Background: an optimization exercise with open tools, aiming at small area, a short achievable clock period and few clock cycles per item. Do not read the settings as production practice. The RTL was checked by simulation tests, not by an equivalence proof against the original design. No driver is modelled on the clock port, so clock power and skew are understated where the tree is cut down; a real chip needs a root buffer or a tree.

## flow/design.v (module list and top-level ports; edited modules follow where they fit)
// module operand_issue: 57 lines
// module array_multiplier: 2478 lines
// module csa_fa: 10 lines
// module csa_ha: 9 lines
// module product_fifo: 17 lines
// module word_serializer: 30 lines
// module mul_unit: 66 lines
module mul_unit (
   input  logic     clk,
   input  logic     reset,
   input  logic     op_valid,
   input  mul_pkg::operand_t op_a,
   input  mul_pkg::operand_t op_b,
   output logic     busy,
   output mul_pkg::word_t    res_word,
   output logic     res_valid,
   output logic     res_last
);
  // ...
==> flow/flow/run.sh <==
#!/bin/bash
# The standard layout with smaller, faster port buffers: buffer_ports inserts buf_2 cells
# instead of the default clkdlybuf4s50_1, and after global placement the input ports'
# buffers become buf_1 cells (flow/small_inbuf.tcl). Every port keeps its buffer.
# The make output goes to standard.log; each step logs into orfs/logs as usual.
set -euo pipefail
export BUFFER_PORTS_ARGS="-buffer_cell sky130_fd_sc_hd__buf_2"
export POST_GLOBAL_PLACE_TCL="$(pwd)/flow/small_inbuf.tcl"
bash standard.sh > standard.log 2>&1
==> flow/flow/small_inbuf.tcl <==
# Sourced after global placement (POST_GLOBAL_PLACE_TCL). The port buffers are buf_2 cells;
# the input ports' buffers each drive a register input or a gate close by and have plenty of
# slack, so they become buf_1 cells. Output port buffers stay buf_2.
set block [ord::get_db_block]
set n 0
foreach bt [$block getBTerms] {
  if {[$bt getIoType] ne "INPUT" || [$bt getName] eq "clk"} { continue }
  set net [$bt getNet]
  foreach it [$net getITerms] {
    set inst [$it getInst]
    if {[[$inst getMaster] getName] eq "sky130_fd_sc_hd__buf_2"} {
      replace_cell [$inst getName] sky130_fd_sc_hd__buf_1
      incr n
    }
  }
}
puts "small_inbuf: $n input port buffers are now buf_1"
==> flow/standard.sh <==
#!/bin/bash
# synth_recipe.tcl (not shown) runs the flow's synth.tcl, then flattens the netlist and writes it again
# the make line also repeats each setting of config.mk as NAME=value (left out here)
make -C /OpenROAD-flow-scripts/flow DESIGN_CONFIG=/design/flow/config.mk WORK_HOME=/design/flow/orfs CLKGATE_MAP_FILE= SYNTH_SCRIPT=/design/flow/synth_recipe.tcl "${@:-finish}"
==> flow/config.mk <==
export PLATFORM = sky130hd
export DESIGN_NAME = mul_unit
export DESIGN_NICKNAME = mul_unit
export VERILOG_FILES = /design/flow/design.v
export SDC_FILE = /design/flow/constraint.sdc
export NUM_CORES = 4
export LEC_CHECK = 0
export ABC_AREA = 1
export CAP_MARGIN = 20
export CORE_MARGIN = 2
export CORE_UTILIZATION = 70
export CTS_CLUSTER_DIAMETER = 150
export CTS_CLUSTER_SIZE = 22
export SLEW_MARGIN = 20
export SYNTH_HIERARCHICAL = 1
==> flow/constraint.sdc <==
create_clock -name core_clock -period 33.0 [get_ports {clk}]
set_input_delay 6.6000 -clock core_clock [delete_from_list [all_inputs] [get_ports {clk}]]
set_output_delay 6.6000 -clock core_clock [all_outputs]
set_load 0.01 [all_outputs]
==> results by group, run 1 <==
Drt
  – M1 WL: 28150 um
  – Drt drc: 0
  – Top layer in use: met4
  – Routed WL per cell: 26.51 um
  – Drt pass-1 iters: 7

Critical path
  – CP max FO: 1
  – Crit path DAT: 0.98 ns
  – CP max-delay cell: dfxtp_1
  – CP Class: register to primary output
  – CP startpoint kind: register
  – R2r startpoint: operand_issue_i.sel_two[0]$_DFF_P_
  – Crit path capture: res_word[21]

Cells and area
  – Fillers: 2684
  – Dominant kind of cell: multi-input combinational cells
  – Finished Core Util: 72.63%
  – Share of cells above drive strength 1: 5.027%
  – Largest Register: product_fifo_i.acc_q
  – Commonest non-fill, non-tap cell in the layout: nand2_1
  – # nets final: 3124

Synth
  – Synth Cell Area: 24320 sq um
  – Mux cell area share after synthesis: 0%
  – Post-synthesis xor/xnor area fraction: 15.27%
  – Main combinational cell family by area after synthesis: adder cells
  – Cell with the most instances after synthesis: nand2_1
  – Commonest cells post-synth: nand2_1 (444), xor2_1 (416), o22ai_1 (376), fa_1 (368), inv_1 (179)
  – Post-synth top flop: dfxtp_1

Timing
  – Final hold violation count: 0
  – Final Hold Slack: 0.4234 ns
  – F_max: 131.9 MHz

Floorplanning
  – Well Taps: 455
  – Total core area: 34370 sq um
  – Die Area: 36250 sq um

Clock network
  – Num CTS Buffers: 13
  – CTS Buffer Depth: 3
  – Clock transition at the registers of the reported paths: 0.10 ns

Run status
  – Outcome: timing/DRC/antenna clean

GRT
  – Global-route wire length before repair: 122000 um

Hold path
  – Hold Path Cell Cnt: 2
Testbench counts, summed over its fixed seeds: cycles 4,824, items 1,600.
==> run 2, diff against run 1 <==
==> flow/flow/run.sh (replaced) <==
#!/bin/bash
# The standard layout with two changes:
#  - smaller, faster port buffers: buffer_ports inserts buf_2 cells instead of the default
#    clkdlybuf4s50_1, and after global placement the input ports' buffers become buf_1
#    cells (flow/small_inbuf.tcl). Every port keeps its buffer.
#  - after CTS, the clock tree's branching level and its dummy loads are removed, so the
#    leaf buffers hang off the root buffer (flow/flatten_clock.tcl). Every register's clock
#    arrives earlier by about the same amount.
# The make output goes to standard.log; each step logs into orfs/logs as usual.
set -euo pipefail
export BUFFER_PORTS_ARGS="-buffer_cell sky130_fd_sc_hd__buf_2"
export POST_GLOBAL_PLACE_TCL="$(pwd)/flow/small_inbuf.tcl"
export POST_CTS_TCL="$(pwd)/flow/flatten_clock.tcl"
bash standard.sh > standard.log 2>&1
==> flow/flow/flatten_clock.tcl (new file) <==
# Sourced at the end of the CTS step (POST_CTS_TCL). CTS builds the clock tree as a root
# buffer after the port, a level of branching buffers and the leaf buffers that drive the
# registers, and hangs dummy loads on some nets to balance them. On a design this small the
# branching level only adds delay: its buffers and the dummy loads are removed and the leaf
# buffers hang straight off the root buffer's net, so every register's clock arrives earlier
# by about the same amount.
proc fc_out_net {inst} {
  foreach it [$inst getITerms] {
    if {[$it isOutputSignal]} { return [$it getNet] }
  }
  return "NULL"
}
proc fc_is_buf {inst} {
  return [string match "sky130_fd_sc_hd__clkbuf_*" [[$inst getMaster] getName]]
}
set block [ord::get_db_block]
set port_net "NULL"
foreach bt [$block getBTerms] {
  if {[$bt getName] eq "clk"} { set port_net [$bt getNet] }
}
# clock nets: everything reachable from the port through clock buffers
set clock_nets [list $port_net]
set todo [list $port_net]
while {[llength $todo]} {
  set net [lindex $todo 0]
  set todo [lrange $todo 1 end]
  foreach it [$net getITerms] {
    if {![$it isInputSignal]} { continue }
    set inst [$it getInst]
    set out [fc_out_net $inst]
    if {[fc_is_buf $inst] && $out ne "NULL"} {
      lappend clock_nets $out
      lappend todo $out
    }
  }
}
# dummy loads: cells on a clock net whose output drives nothing
set dummies 0
foreach net $clock_nets {
  foreach it [$net getITerms] {
    if {![$it isInputSignal]} { continue }
    set inst [$it getInst]
    set out [fc_out_net $inst]
    if {[string match "*dfxtp*" [[$inst getMaster] getName]]} { continue }
    if {$out eq "NULL" || [llength [$out getITerms]] <= 1} {
      odb::dbInst_destroy $inst
      if {$out ne "NULL"} { odb::dbNet_destroy $out }
      incr dummies
    }
  }
}
set port_loads [$port_net getITerms]
set mids {}
if {[llength $port_loads] == 1 && [fc_is_buf [[lindex $port_loads 0] getInst]]} {
  set root [[lindex $port_loads 0] getInst]
  set root_net [fc_out_net $root]
  foreach it [$root_net getITerms] {
    if {![$it isInputSignal]} { continue }
    set inst [$it getInst]
    if {![fc_is_buf $inst]} { continue }
    set only_bufs 1
    foreach jt [[fc_out_net $inst] getITerms] {
      if {[$jt isInputSignal] && ![fc_is_buf [$jt getInst]]} { set only_bufs 0 }
    }
    if {$only_bufs} { lappend mids $inst }
  }
  foreach mid $mids {
    set mid_net [fc_out_net $mid]
    foreach jt [$mid_net getITerms] {
      if {[$jt isInputSignal]} {
        $jt disconnect
        $jt connect $root_net
      }
    }
    odb::dbInst_destroy $mid
    odb::dbNet_destroy $mid_net
  }
  puts "flatten_clock: removed $dummies dummy loads and [llength $mids] branching buffers; [expr {[llength [$root_net getITerms]] - 1}] buffers now on [$root_net getName]"
}
==> run 2 against run 1 <==
Clock skew up 0.024 ns; die area stayed put; core utilization decreased by 0.29 points; critical path depth did not move; register-to-register slack gained 0.02 ns; setup slack better by 0.071 ns; critical path type unchanged; highest routed layer unchanged.
==> results by group, run 2 <==
Synth
  – Post-synth top flop: dfxtp_1 (unchanged)
  – Avg Synthesized Cell Area: 9.413 sq um (unchanged)
  – Share of the synthesized area in the top cell type: 30.29% (unchanged)
  – Commonest cells post-synth: nand2_1 (444), xor2_1 (416), o22ai_1 (376), fa_1 (368), inv_1 (179) (unchanged)
  – Post-synth EDFFs: 49 (unchanged)
  – Share of the yosys chip area belonging to registers: 19.14% (unchanged)
  – Area contributors post-synth: fa_1 (30%), xor2_1 (15%), dfxtp_1 (13%) (unchanged)
  – Post-Synthesis Cells: 2584 (unchanged)
  – Synth warn: 9 (unchanged)
  – Synth cell types: 34 (unchanged)
  – Post-synthesis register bit count: 208 (unchanged)
  – Largest area contributor in the netlist: fa_1 (unchanged)
  – Synth Cell Area: 24320 sq um (unchanged)
  – Asr flop ratio synth: 0% (unchanged)
  – Cell with the most instances after synthesis: nand2_1 (unchanged)

Cells and area
  – Fillers: 2688 (was 2684)
  – Final Non-Filler Cells: 2990 (was 3001)
  – Biggest regs: product_fifo_i.acc_q x50, operand_issue_i.a_q x48 (unchanged)
  – Share of cells above drive strength 1: 4.892% (was 5.027%)
  – Commonest non-fill, non-tap cell in the layout: nand2_1 (unchanged)
  – Largest register FFs: 50 (unchanged)
  – Largest Register: product_fifo_i.acc_q (unchanged)
  – Cell area after layout: 24870 sq um (was 24970 sq um)
  – Most used cells in the layout excluding fill and tap cells: nand2_1 (443), xor2_1 (416), o22ai_1 (376) (unchanged)
  – Area growth, synth to finish: 2.233% (was 2.649%)
  – ANT cells: 0 (unchanged)
  – # nets final: 3122 (was 3124)

Drt
  – Drt drc: 0 (unchanged)
  – Via Count: 20100 (was 20210)
  – Drt pass-1 iters: 8 (was 7)
  – Initial DRC Count: 2774 (was 2584)
  – Vias per inst: 6.723 (was 6.735)
  – Routed WL per cell: 26.61 um (was 26.51 um)
  – Final ANT Viol Nets: 0 (unchanged)
  – Final WL: 79570 um (was 79560 um)

Critical path
  – R2r setup slk: 26.09 ns (was 26.07 ns)
  – RR Endpoint: product_fifo_i.acc_q[47]$_DFF_P_ (unchanged)
  – Cells on worst reg2reg path: 21 (unchanged)
  – Delay-heaviest family, CP: flip-flops (unchanged)
  – Worst stage delay on the critical path: 0.33 ns (was 0.34 ns)
  – CP Class: register to primary output (unchanged)
  – CP max FO: 1 (unchanged)
  – Crit path DAT: 0.91 ns (was 0.98 ns)
  – Cells along the critical path: buf_2 (unchanged)
  – CP Data Required Time: 26.40 ns (about the same)
  – CP Buf/Inv Count: 1 (unchanged)
  – Critical Path End Type: primary output (unchanged)
  – CP max-delay cell: dfxtp_1 (unchanged)
  – R2r startpoint: operand_issue_i.sel_two[0]$_DFF_P_ (unchanged)
  – CP startpoint kind: register (unchanged)

Timing
  – Relative slew slack: 21.49% (was 22.48%)
  – Final hold violation count: 0 (unchanged)
  – Setup_tns: 0 ns (unchanged)
  – Period minus WS final: 7.509 ns (was 7.580 ns)
  – Clock skew: 0.05411 ns (was 0.03035 ns)
  – RSZ-0062 raised after global routing: false (unchanged)
  – F_max: 133.2 MHz (was 131.9 MHz)
  – Setup ws final: 25.49 ns (was 25.42 ns)
  – Max Slew Vio Count: 0 (unchanged)
  – Slew at the pin closest to its max-slew limit: 1.176 ns (was 1.163 ns)
  – Final cycle utilization of the critical path: 22.76% (was 22.97%)
  – Final setup viols: 0 (unchanged)

Floorplanning
  – Die Area: 36250 sq um (unchanged)
  – Total core area: 34370 sq um (unchanged)
  – Die Wd: 190.4 um (unchanged)
  – I/O pin count: 134 (unchanged)
  – Initial Util: 70.76% (unchanged)
  – Core Rows: 68 (unchanged)
  – Die height: 190.4 um (unchanged)

GRT
  – Vias in the first global route: 20970 (was 20980)
  – Tot GR Track Use: 45.38% (was 44.95%)
  – Largest net degree at the start of global routing: 84 (unchanged)
  – Initial antenna violation count: 1 (was 0)
  – Global-route wire length before repair: 121700 um (was 122000 um)
  – Gr ovfl total: 0 (unchanged)

Clock network
  – Clock Sink Count: 208 (unchanged)
  – Clock transition at the registers of the reported paths: 0.12 ns (was 0.10 ns)
  – Clk Latency, worst-skew pair: 0.46 ns (was 0.52 ns)

Run status
  – Outcome: timing/DRC/antenna clean (unchanged)

Place
  – Port bufs: 133 (unchanged)
  – Cell Area, Placed: 24590 sq um (unchanged)
  – Final HPWL DP: 54130 um (unchanged)
  – Dpl ws: 25.79 ns (unchanged)
  – Dpl cells: 2979 (unchanged)

Hold path
  – Hold_sp: operand_issue_i.bh_q[29]$_SDFF_PN0_ (was operand_issue_i.bh_q[19]$_SDFF_PN0_)
  – Hold Path Class: register to register (unchanged)
  – Hold Path Cell Cnt: 2 (unchanged)
  – Worst Hold Path EP: operand_issue_i.bh_q[13]$_DFF_P_ (was operand_issue_i.bh_q[3]$_DFF_P_)

Flow run
  – MaxCap Viol Count: 0 (unchanged)
[run 2: cell types whose count changed in the layout (fill, tap and decap cells not counted)]
cell	change
clkbuf_1	-7
clkbuf_16	-2
inv_6	-1
clkinv_8	-1
[run 2: cells by family (layout without fill, tap and decap cells)]
family,count (synthesis),after routing,synth area share [%]
simple gates,615,615,10.47
fa+ha+maj,486,486,36.36
compound gates,432,432,11.22
xor+xnor,424,424,15.27
buf+inv,418,361,7.531
flops,208,208,19.14
other cells,1,9,0.01542
[run 2: final cells by class]
| type | instances | area, sq um | area share [%] |
|---|---|---|---|
| sequential | 208 | 4667 | 18.77 |
| tap | 455 | 569.3 | 2.290 |
| timing repair buffer | 165 | 783.3 | 3.150 |
| clock buffer | 11 | 275.3 | 1.107 |
| inverter | 185 | 694.4 | 2.793 |
| multi-input combinational | 1966 | 17880 | 71.89 |
[run 2: stage by stage]
| stage | util [%] | hold WS (ns) |
|---|---|---|
| after floorplan | - | 0.3960 |
| after global placement | 71.90 | 0.4000 |
| after detailed placement | 71.54 | 0.4045 |
| after global routing | 72.34 | 0.4348 |
| final | 72.34 | 0.4240 |
[run 2: per-module statistics from Yosys (local to each module, per instance), excerpt]
| module | cell area (sq um) | times used |
|---|---|---|
| array_multiplier | 9622 | 1 |
| csa_fa | 20.02 | 337 |
| csa_ha | 12.51 | 55 |
| operand_issue | 3740 | 1 |
| product_fifo | 2147 | 1 |
| word_serializer | 1379 | 1 |
[run 2: layer usage]
layer	vias to the layer above	wire length (um)	track usage, %
met4	0	5230	26.48
met2	1753	34600	67.43
met5	-	0	0
met1	9573	27860	58.56
li1	8396	-	-
met3	381	11880	14.52
[run 2: how the worst max path moves through the flow]
stage,start,to,slack [ns],cells after the start
after floorplan,op_b[2],operand_issue_i.sel_two[1]$_DFF_P_,26.03,5
after global placement,op_b[8],operand_issue_i.sel_two[4]$_DFF_P_,25.84,6
after detailed placement,op_b[8],operand_issue_i.sel_two[4]$_DFF_P_,25.79,6
after global routing,word_serializer_i.res_word[15]$_DFF_P_,res_word[15],25.46,1
final,word_serializer_i.res_word[1]$_DFF_P_,res_word[1],25.49,1
==> run 3, diff against run 2 <==
--- a/flow/config.mk
+++ b/flow/config.mk
@@ -6,10 +6,10 @@
 export NUM_CORES = 4
 export LEC_CHECK = 0
 export ABC_AREA = 1
-export CAP_MARGIN = 20
+export CAP_MARGIN = 0
 export CORE_MARGIN = 2
 export CORE_UTILIZATION = 70
 export CTS_CLUSTER_DIAMETER = 150
 export CTS_CLUSTER_SIZE = 22
-export SLEW_MARGIN = 20
+export SLEW_MARGIN = 0
 export SYNTH_HIERARCHICAL = 1
==> run 3 against run 2 <==
Final area stayed put; critical endpoint is now res_word[15]; still clean; core utilization stayed put; area after synthesis stayed put; maximum frequency hardly changed; critical path type unchanged; critical path depth stayed put; clock-buffer cell count stayed put; wire length is 0.20% higher; sequential share of layout area stayed put.
==> results by group, run 3 <==
Run status
  – Outcome: timing/DRC/antenna clean (unchanged)

Timing
  – Max Slew Vio Count: 0 (unchanged)
  – Setup ws final: 25.49 ns (about the same)
  – Final setup viols: 0 (unchanged)
  – Final cycle utilization of the critical path: 22.75% (was 22.76%)
  – Period minus WS final: 7.508 ns (was 7.509 ns)
  – Slew at the pin closest to its max-slew limit: 1.346 ns (was 1.176 ns)
  – Clock skew: 0.05237 ns (was 0.05411 ns)
  – Final hold violation count: 0 (unchanged)
  – F_max: 133.2 MHz (about the same)
  – Setup_tns: 0 ns (unchanged)
  – Relative slew slack: 10.14% (was 21.49%)
  – Final Hold Slack: 0.4235 ns (was 0.4240 ns)
  – RSZ-0062 raised after global routing: false (unchanged)

Place
  – Final HPWL DP: 54130 um (unchanged)
  – Port bufs: 133 (unchanged)
  – Dpl ws: 25.79 ns (unchanged)

Synth
  – Asr flop ratio synth: 0% (unchanged)
  – Post-synth EDFFs: 49 (unchanged)
  – Post-synth top flop: dfxtp_1 (unchanged)
  – Synth warn: 9 (unchanged)
  – Share of the yosys chip area belonging to registers: 19.14% (unchanged)
  – Cell with the most instances after synthesis: nand2_1 (unchanged)
  – Post-synthesis register bit count: 208 (unchanged)
  – Avg Synthesized Cell Area: 9.413 sq um (unchanged)
  – Area contributors post-synth: fa_1 (30%), xor2_1 (15%), dfxtp_1 (13%) (unchanged)
  – Synth Cell Area: 24320 sq um (unchanged)
  – Commonest cells post-synth: nand2_1 (444), xor2_1 (416), o22ai_1 (376), fa_1 (368), inv_1 (179) (unchanged)
  – Synth cell types: 34 (unchanged)
  – Largest area contributor in the netlist: fa_1 (unchanged)
  – Post-Synthesis Cells: 2584 (unchanged)
  – Share of the synthesized area in the top cell type: 30.29% (unchanged)

Hold path
  – Hold_sp: operand_issue_i.bh_q[19]$_SDFF_PN0_ (was operand_issue_i.bh_q[29]$_SDFF_PN0_)
  – Hold Path Class: register to register (unchanged)
  – Worst Hold Path EP: operand_issue_i.bh_q[3]$_DFF_P_ (was operand_issue_i.bh_q[13]$_DFF_P_)
  – Hold Path Cell Cnt: 2 (unchanged)

Drt
  – Initial DRC Count: 2808 (was 2774)
  – Drt drc: 0 (unchanged)
  – Final WL: 79730 um (was 79570 um)
  – Via Count: 20110 (was 20100)
  – Routed WL per cell: 26.66 um (was 26.61 um)
  – Vias per inst: 6.725 (was 6.723)
  – Final ANT Viol Nets: 0 (unchanged)
  – Drt pass-1 iters: 8 (unchanged)

Cells and area
  – Largest Register: product_fifo_i.acc_q (unchanged)
  – Area growth, synth to finish: 2.233% (unchanged)
  – Commonest non-fill, non-tap cell in the layout: nand2_1 (unchanged)
  – Most used cells in the layout excluding fill and tap cells: nand2_1 (443), xor2_1 (416), o22ai_1 (376) (unchanged)
  – # nets final: 3122 (unchanged)
  – ANT cells: 0 (unchanged)
  – Largest register FFs: 50 (unchanged)
  – Share of cells above drive strength 1: 4.852% (was 4.892%)
  – Biggest regs: product_fifo_i.acc_q x50, operand_issue_i.a_q x48 (unchanged)

Floorplanning
  – Core Rows: 68 (unchanged)
  – I/O pin count: 134 (unchanged)
  – Die Area: 36250 sq um (unchanged)
  – Total core area: 34370 sq um (unchanged)
  – Die Wd: 190.4 um (unchanged)
  – Initial Util: 70.76% (unchanged)
  – Die height: 190.4 um (unchanged)

Critical path
  – RR Endpoint: product_fifo_i.acc_q[47]$_DFF_P_ (unchanged)
  – CP startpoint kind: register (unchanged)
  – CP Data Required Time: 26.40 ns (about the same)
  – Critical Path End Type: primary output (unchanged)
  – Cells along the critical path: buf_2 (unchanged)
  – CP Depth: 1 (unchanged)
  – CP max-delay cell: dfxtp_1 (unchanged)
  – R2r startpoint: operand_issue_i.sel_two[0]$_DFF_P_ (unchanged)
  – CP Class: register to primary output (unchanged)
  – CP max FO: 1 (unchanged)
  – Cells on worst reg2reg path: 21 (unchanged)
  – Worst stage delay on the critical path: 0.33 ns (about the same)
  – R2r setup slk: 26.14 ns (was 26.09 ns)
  – CP Buf/Inv Count: 1 (unchanged)
  – Crit path DAT: 0.91 ns (about the same)
  – Delay-heaviest family, CP: flip-flops (unchanged)

Clock network
  – Clock Sink Count: 208 (unchanged)
  – Clock transition at the registers of the reported paths: 0.11 ns (was 0.12 ns)
  – Clk Latency, worst-skew pair: 0.45 ns (was 0.46 ns)

GRT
  – Global-route wire length before repair: 121700 um (unchanged)
  – Initial antenna violation count: 1 (unchanged)
  – Tot GR Track Use: 45.38% (unchanged)
  – Gr ovfl total: 0 (unchanged)
  – Largest net degree at the start of global routing: 84 (unchanged)
  – Vias in the first global route: 20970 (unchanged)

Flow run
  – MaxCap Viol Count: 0 (unchanged)
==> run 3: cell counts after synthesis <==
No cell type changed its count.
==> run 3: worst max-delay path by stage <==
stage | startpoint | end
after floorplan | op_b[2] | operand_issue_i.sel_two[1]$_DFF_P_
after global placement | op_b[8] | operand_issue_i.sel_two[4]$_DFF_P_
after detailed placement | op_b[8] | operand_issue_i.sel_two[4]$_DFF_P_
after global routing | word_serializer_i.res_word[15]$_DFF_P_ | res_word[15]
final | word_serializer_i.res_word[15]$_DFF_P_ | res_word[15]
==> run 3: kinds of logic after synthesis <==
logic type / count (synthesis) / share of synthesized area [%]
other cells: 1 / 0.01542
xor+xnor: 424 / 15.27
compound gates: 432 / 11.22
simple gates: 615 / 10.47
fa+ha+maj: 486 / 36.36
buf+inv: 418 / 7.531
flops: 208 / 19.14
==> run 3: Yosys stat by module, one instance, submodules excluded, a selection <==
| module | flip-flops and latches | times used | area [sq um] |
|---|---|---|---|
| array_multiplier | 0 | 1 | 9622 |
| operand_issue | 108 | 1 | 3740 |
| product_fifo | 65 | 1 | 2147 |
| word_serializer | 35 | 1 | 1379 |
| csa_fa | 0 | 337 | 20.02 |
| csa_ha | 0 | 55 | 12.51 |
==> run 3: routing by layer <==
layer	track usage [%]	part of all wire [%]
met5	0	0
met4	26.48	6.9
met3	14.52	15
met2	67.43	43
met1	58.56	35
==> run 3: final cells by class <==
| class | count | area, sq um |
|---|---|---|
| multi-input cells | 1966 | 17880 |
| flip-flops and latches | 208 | 4667 |
| fillers | 2688 | 9508 |
| repair buffers | 165 | 783.3 |
| clock buffers | 11 | 275.3 |
| inverters | 185 | 694.4 |
| well taps | 455 | 569.3 |
==> run 3: per-stage QoR <==
stage / util, % / cells / instance area [sq um]
6_report: 72.34 / 2990 / 24870
5_1_grt: 72.34 / 2990 / 24870
3_5_place_dp: 71.54 / 2979 / 24590
3_3_place_gp: 71.90 / 2979 / 24710
2_1_floorplan: - / 2592 / 24350
==> module operand_issue, before the edit <==
module operand_issue (
   input  logic     clk,
   input  logic     reset,
   input  logic     op_valid,
   input  mul_pkg::operand_t op_a,
   input  mul_pkg::operand_t op_b,
   output logic     busy,
   output logic     ph_k0,
   output logic     ph_k1,
   output logic     ph_k2,
   output mul_pkg::operand_t a_q,
   output logic [mul_pkg::DIGIT_W/2-1:0] sel_one,
   output logic [mul_pkg::DIGIT_W/2-1:0] sel_two,
   output logic [mul_pkg::DIGIT_W/2-1:0] sel_neg,
   output logic     b0_q
);
   logic [mul_pkg::OPERAND_W-mul_pkg::DIGIT_W-1:0] bh_q;
   logic [mul_pkg::DIGIT_W:0] window;
   logic accept;
   logic load;
   assign accept = op_valid && !busy;
   always_ff @(posedge clk) begin
      if (reset) begin
         busy  <= 1'b0;
         ph_k0 <= 1'b0;
         ph_k1 <= 1'b0;
         ph_k2 <= 1'b0;
      end else begin
         busy  <= accept || ph_k0;
         ph_k0 <= accept;
         ph_k1 <= ph_k0;
         ph_k2 <= ph_k1;
      end
   end
   assign load = !(ph_k0 || ph_k1);
   assign window = load ? {op_b[mul_pkg::DIGIT_W:1], 1'b0} : bh_q[mul_pkg::DIGIT_W:0];
   always_ff @(posedge clk) begin
      if (load) begin
         a_q  <= op_a;
         b0_q <= op_b[0];
         bh_q <= op_b[mul_pkg::OPERAND_W-1:mul_pkg::DIGIT_W];
      end else begin
         bh_q <= bh_q >> mul_pkg::DIGIT_W;
      end
   end
   always_ff @(posedge clk) begin
      for (int j = 0; j < mul_pkg::DIGIT_W/2; j++) begin
         logic b2, b1, b0;
         b2 = window[2*j+2];
         b1 = window[2*j+1];
         b0 = window[2*j];
         sel_one[j] <= b1 ^ b0;
         sel_two[j] <= (b2 && !b1 && !b0) || (!b2 && b1 && b0);
         sel_neg[j] <= b2;
      end
   end
endmodule
==> run 4, diff against run 3 <==
--- a/flow/design.v
+++ b/flow/design.v
@@ -49,16 +49,20 @@
    end
    assign load = !(ph_k0 || ph_k1);
    assign window = load ? {op_b[mul_pkg::DIGIT_W:1], 1'b0} : bh_q[mul_pkg::DIGIT_W:0];
+   localparam int BH_W = mul_pkg::OPERAND_W - mul_pkg::DIGIT_W;
    always_ff @(posedge clk) begin
       if (load) begin
-         a_q  <= op_a;
-         b0_q <= op_b[0];
-         bh_q <= op_b[mul_pkg::OPERAND_W-1:mul_pkg::DIGIT_W];
-      end else begin
-         bh_q <= bh_q >> mul_pkg::DIGIT_W;
+         a_q <= op_a;
       end
    end
    always_ff @(posedge clk) begin
+      b0_q <= op_b[0];
+      bh_q[BH_W-1:mul_pkg::DIGIT_W+1] <= op_b[mul_pkg::OPERAND_W-1:mul_pkg::DIGIT_W+mul_pkg::DIGIT_W+1];
+      bh_q[mul_pkg::DIGIT_W] <= load && op_b[mul_pkg::DIGIT_W+mul_pkg::DIGIT_W];
+      bh_q[mul_pkg::DIGIT_W-1:0] <= load ? op_b[mul_pkg::DIGIT_W+mul_pkg::DIGIT_W-1:mul_pkg::DIGIT_W]
+                                         : bh_q[BH_W-1:mul_pkg::DIGIT_W];
+   end
+   always_ff @(posedge clk) begin
       for (int j = 0; j < mul_pkg::DIGIT_W/2; j++) begin
          logic b2, b1, b0;
          b2 = window[2*j+2];
--- a/flow/config.mk
+++ b/flow/config.mk
@@ -6,10 +6,10 @@
 export NUM_CORES = 4
 export LEC_CHECK = 0
 export ABC_AREA = 1
-export CAP_MARGIN = 0
+export CAP_MARGIN = 20
 export CORE_MARGIN = 2
 export CORE_UTILIZATION = 70
 export CTS_CLUSTER_DIAMETER = 150
 export CTS_CLUSTER_SIZE = 22
-export SLEW_MARGIN = 0
+export SLEW_MARGIN = 20
 export SYNTH_HIERARCHICAL = 1
==> run 4 against run 3 <==
Non-clock buffer count down 2; clock-buffer cell count unchanged; flip-flop and latch count unchanged; worst hold slack worse by 0.039 ns; highest routed layer is now met5; final area down 0.46%; critical path type unchanged; largest cell class unchanged; first-iteration DRC count down 10%.
==> results by group, run 4 <==
Run status
  – Outcome: timing/DRC/antenna clean (unchanged)

Timing
  – F_max: 133.1 MHz (was 133.2 MHz)
  – Final hold violation count: 0 (unchanged)
  – Setup_tns: 0 ns (unchanged)
  – RSZ-0062 raised after global routing: false (unchanged)
  – Final setup viols: 0 (unchanged)
  – Final cycle utilization of the critical path: 22.78% (was 22.75%)
  – Clock skew: 0.04254 ns (was 0.05237 ns)
  – Slew at the pin closest to its max-slew limit: 1.141 ns (was 1.346 ns)
  – Relative slew slack: 23.96% (was 10.14%)
  – Max Slew Vio Count: 0 (unchanged)
  – Period minus WS final: 7.516 ns (was 7.508 ns)

Place
  – Final HPWL DP: 53280 um (was 54130 um)
  – Dpl cells: 2951 (was 2979)
  – Port bufs: 133 (unchanged)

Floorplanning
  – Core Rows: 68 (unchanged)
  – I/O pin count: 134 (unchanged)
  – Initial Util: 70.65% (was 70.76%)
  – Die Wd: 190.0 um (was 190.4 um)
  – Die Area: 36110 sq um (was 36250 sq um)
  – Total core area: 34290 sq um (was 34370 sq um)
  – Die height: 190.0 um (was 190.4 um)

Critical path
  – Cells along the critical path: buf_2 (unchanged)
  – CP startpoint kind: register (unchanged)
  – CP max FO: 1 (unchanged)
  – Worst stage delay on the critical path: 0.34 ns (was 0.33 ns)
  – CP Buf/Inv Count: 1 (unchanged)
  – Delay-heaviest family, CP: flip-flops (unchanged)
  – Critical Path End Type: primary output (unchanged)
  – CP Data Required Time: 26.40 ns (about the same)
  – CP Class: register to primary output (unchanged)
  – Crit path DAT: 0.92 ns (was 0.91 ns)
  – CP max-delay cell: dfxtp_1 (unchanged)

GRT
  – Tot GR Track Use: 44.78% (was 45.38%)
  – Met3 Use GR: 14.17% (was 14.52%)
  – Top Usage Layer GRT: met2 (unchanged)
  – Largest net degree at the start of global routing: 61 (was 84)
  – Grt met1 use: 57.40% (was 58.56%)
  – Met2 Use GR: 66.33% (was 67.43%)
  – Gr ovfl total: 0 (unchanged)
  – Global-route wire length before repair: 119800 um (was 121700 um)
  – Vias in the first global route: 20670 (was 20970)
  – Initial antenna violation count: 2 (was 1)

Drt
  – Drt drc: 0 (unchanged)
  – Via Count: 20170 (was 20110)
  – Initial DRC Count: 2519 (was 2808)
  – Drt pass-1 iters: 9 (was 8)
  – Vias per inst: 6.810 (was 6.725)
  – Routed WL per cell: 26.71 um (was 26.66 um)
  – Final WL: 79110 um (was 79730 um)
  – Final ANT Viol Nets: 0 (unchanged)

Cells and area
  – ANT cells: 0 (unchanged)
  – Area of the multi-input gates: 17820 sq um (was 17880 sq um)
  – Most used cells in the layout excluding fill and tap cells: nand2_1 (434), xor2_1 (417), o22ai_1 (376) (was nand2_1 (443), xor2_1 (416), o22ai_1 (376))
  – Area growth, synth to finish: 2.174% (was 2.233%)
  – Final Non-Filler Cells: 2962 (was 2990)
  – Largest register FFs: 50 (unchanged)
  – Commonest non-fill, non-tap cell in the layout: nand2_1 (unchanged)
  – Share of cells above drive strength 1: 5.185% (was 4.852%)
  – Fillers: 2643 (was 2688)
  – Largest Register: product_fifo_i.acc_q (unchanged)
  – Sequential cell area: 4658 sq um (was 4667 sq um)
  – Biggest regs: product_fifo_i.acc_q x50, operand_issue_i.a_q x48 (unchanged)
  – # nets final: 3094 (was 3122)

Synth
  – Post-synth EDFFs: 48 (was 49)
  – Synth Cell Area: 24220 sq um (was 24320 sq um)
  – Post-synth top flop: dfxtp_1 (unchanged)
  – Area contributors post-synth: fa_1 (30%), xor2_1 (15%), dfxtp_1 (13%) (unchanged)
  – Synth cell types: 38 (was 34)
  – Post-synthesis register bit count: 208 (unchanged)
  – Post-Synthesis Cells: 2556 (was 2584)
  – Synth warn: 9 (unchanged)
  – Largest area contributor in the netlist: fa_1 (unchanged)
  – Share of the synthesized area in the top cell type: 30.41% (was 30.29%)
  – Share of the yosys chip area belonging to registers: 19.17% (was 19.14%)
  – Avg Synthesized Cell Area: 9.477 sq um (was 9.413 sq um)
  – Commonest cells post-synth: nand2_1 (434), xor2_1 (417), o22ai_1 (376), fa_1 (368), inv_1 (169) (was nand2_1 (444), xor2_1 (416), o22ai_1 (376), fa_1 (368), inv_1 (179))
  – Asr flop ratio synth: 0% (unchanged)
  – Cell with the most instances after synthesis: nand2_1 (unchanged)

Flow run
  – MaxCap Viol Count: 0 (unchanged)

Clock network
  – Clock Sink Count: 208 (unchanged)
  – Clk Latency, worst-skew pair: 0.45 ns (about the same)
  – Clock transition at the registers of the reported paths: 0.10 ns (was 0.11 ns)

Hold path
  – Hold Path Class: register to register (unchanged)
[run 4: routing by layer]
layer	wire length (um)	share of wire, %
met5	11	0.014
met4	5939	7.5
met3	11300	14
met2	34060	43
met1	27810	35
[run 4: worst paths after layout]
check	depth (start not counted)	slack (ns)	startpoint	end
max	1	25.48	word_serializer_i.res_word[13]$_DFF_P_	res_word[13]
min	2	0.38	operand_issue_i.bh_q[24]$_DFF_P_	operand_issue_i.bh_q[8]$_DFF_P_
max reg2reg	22	26.13	operand_issue_i.bh_q[0]$_DFF_P_	product_fifo_i.acc_q[47]$_DFF_P_
min reg2reg	2	0.38	operand_issue_i.bh_q[24]$_DFF_P_	operand_issue_i.bh_q[8]$_DFF_P_
[run 4: cell type report]
| cell class | instances | share of cell area, % |
|---|---|---|
| repair buffers | 163 | 3.104 |
| inverters | 175 | 2.654 |
| well taps | 455 | 2.300 |
| clock buffers | 11 | 1.112 |
| flip-flops and latches | 208 | 18.82 |
| multi-input cells | 1950 | 72.01 |
[run 4: cell families after synthesis]
group | after synthesis | share of synthesized area, %
compound gates | 433 | 11.25
xor+xnor | 425 | 15.37
fa+ha+maj | 486 | 36.51
buf+inv | 406 | 7.396
flops | 208 | 19.17
other cells | 1 | 0.01548
simple gates | 597 | 10.29
[run 4: worst min-delay path, stage by stage (launching register included)]
cell,delay (ns)
dfxtp_1,0.30
nand2_1,0.05
nand2_1,0.04
[run 4: per-module statistics from Yosys, one instance, submodules excluded, a selection]
module | cells | copies in the design
word_serializer | 181 | 1
operand_issue | 349 | 1
product_fifo | 244 | 1
csa_ha | 1 | 55
array_multiplier | 1390 | 1
csa_fa | 1 | 337
[run 4: stage by stage]
stage	area, sq um	utilization, %	hold WS [ns]	worst slack, ns
2_1_floorplan	24250	-	0.3960	26.03
5_1_grt	24750	72.19	0.4090	25.45
3_3_place_gp	24600	71.74	0.3998	25.86
6_report	24750	72.19	0.3843	25.48
3_5_place_dp	24480	71.38	0.4071	25.82
Testbench counts of run 4, summed over its fixed seeds: cycles 4,824, items 1,600.

## separate check: timing with driven ports
No port has a modelled driver above. Below, the same layouts with a new extraction and two added sets of constraints. Step 1 (the two cells are an assumption about what drives the block):
set clk [get_ports {clk}]
set_driving_cell -lib_cell sky130_fd_sc_hd__clkbuf_16 $clk
set_driving_cell -lib_cell sky130_fd_sc_hd__buf_2 [delete_from_list [all_inputs] $clk]
Step 2, shift: input delay + t, output delay - t, t = (earliest + latest rising clock arrival at the registers) / 2. This alone moves slack from input paths to output paths. Three values: ideal, step 1, step 2; two values: the first two.
run | shift t [ns] | setup slack, ns | worst setup path at the end | clock arrival spread, ns | worst data-port slew with drivers (ns)
run 1 | 0.569 | 25.420 / 25.360 / 25.784 | input to register | 0.031 / 0.030 | 0.05
run 2 | 0.490 | 25.491 / 25.431 / 25.760 | input to register | 0.055 / 0.055 | 0.05
run 3 | 0.488 | 25.492 / 25.433 / 25.751 | input to register | 0.053 / 0.053 | 0.05
run 4 | 0.483 | 25.484 / 25.428 / 25.797 | input to register | 0.043 / 0.044 | 0.05
After both steps setup and hold are still met in every run listed.
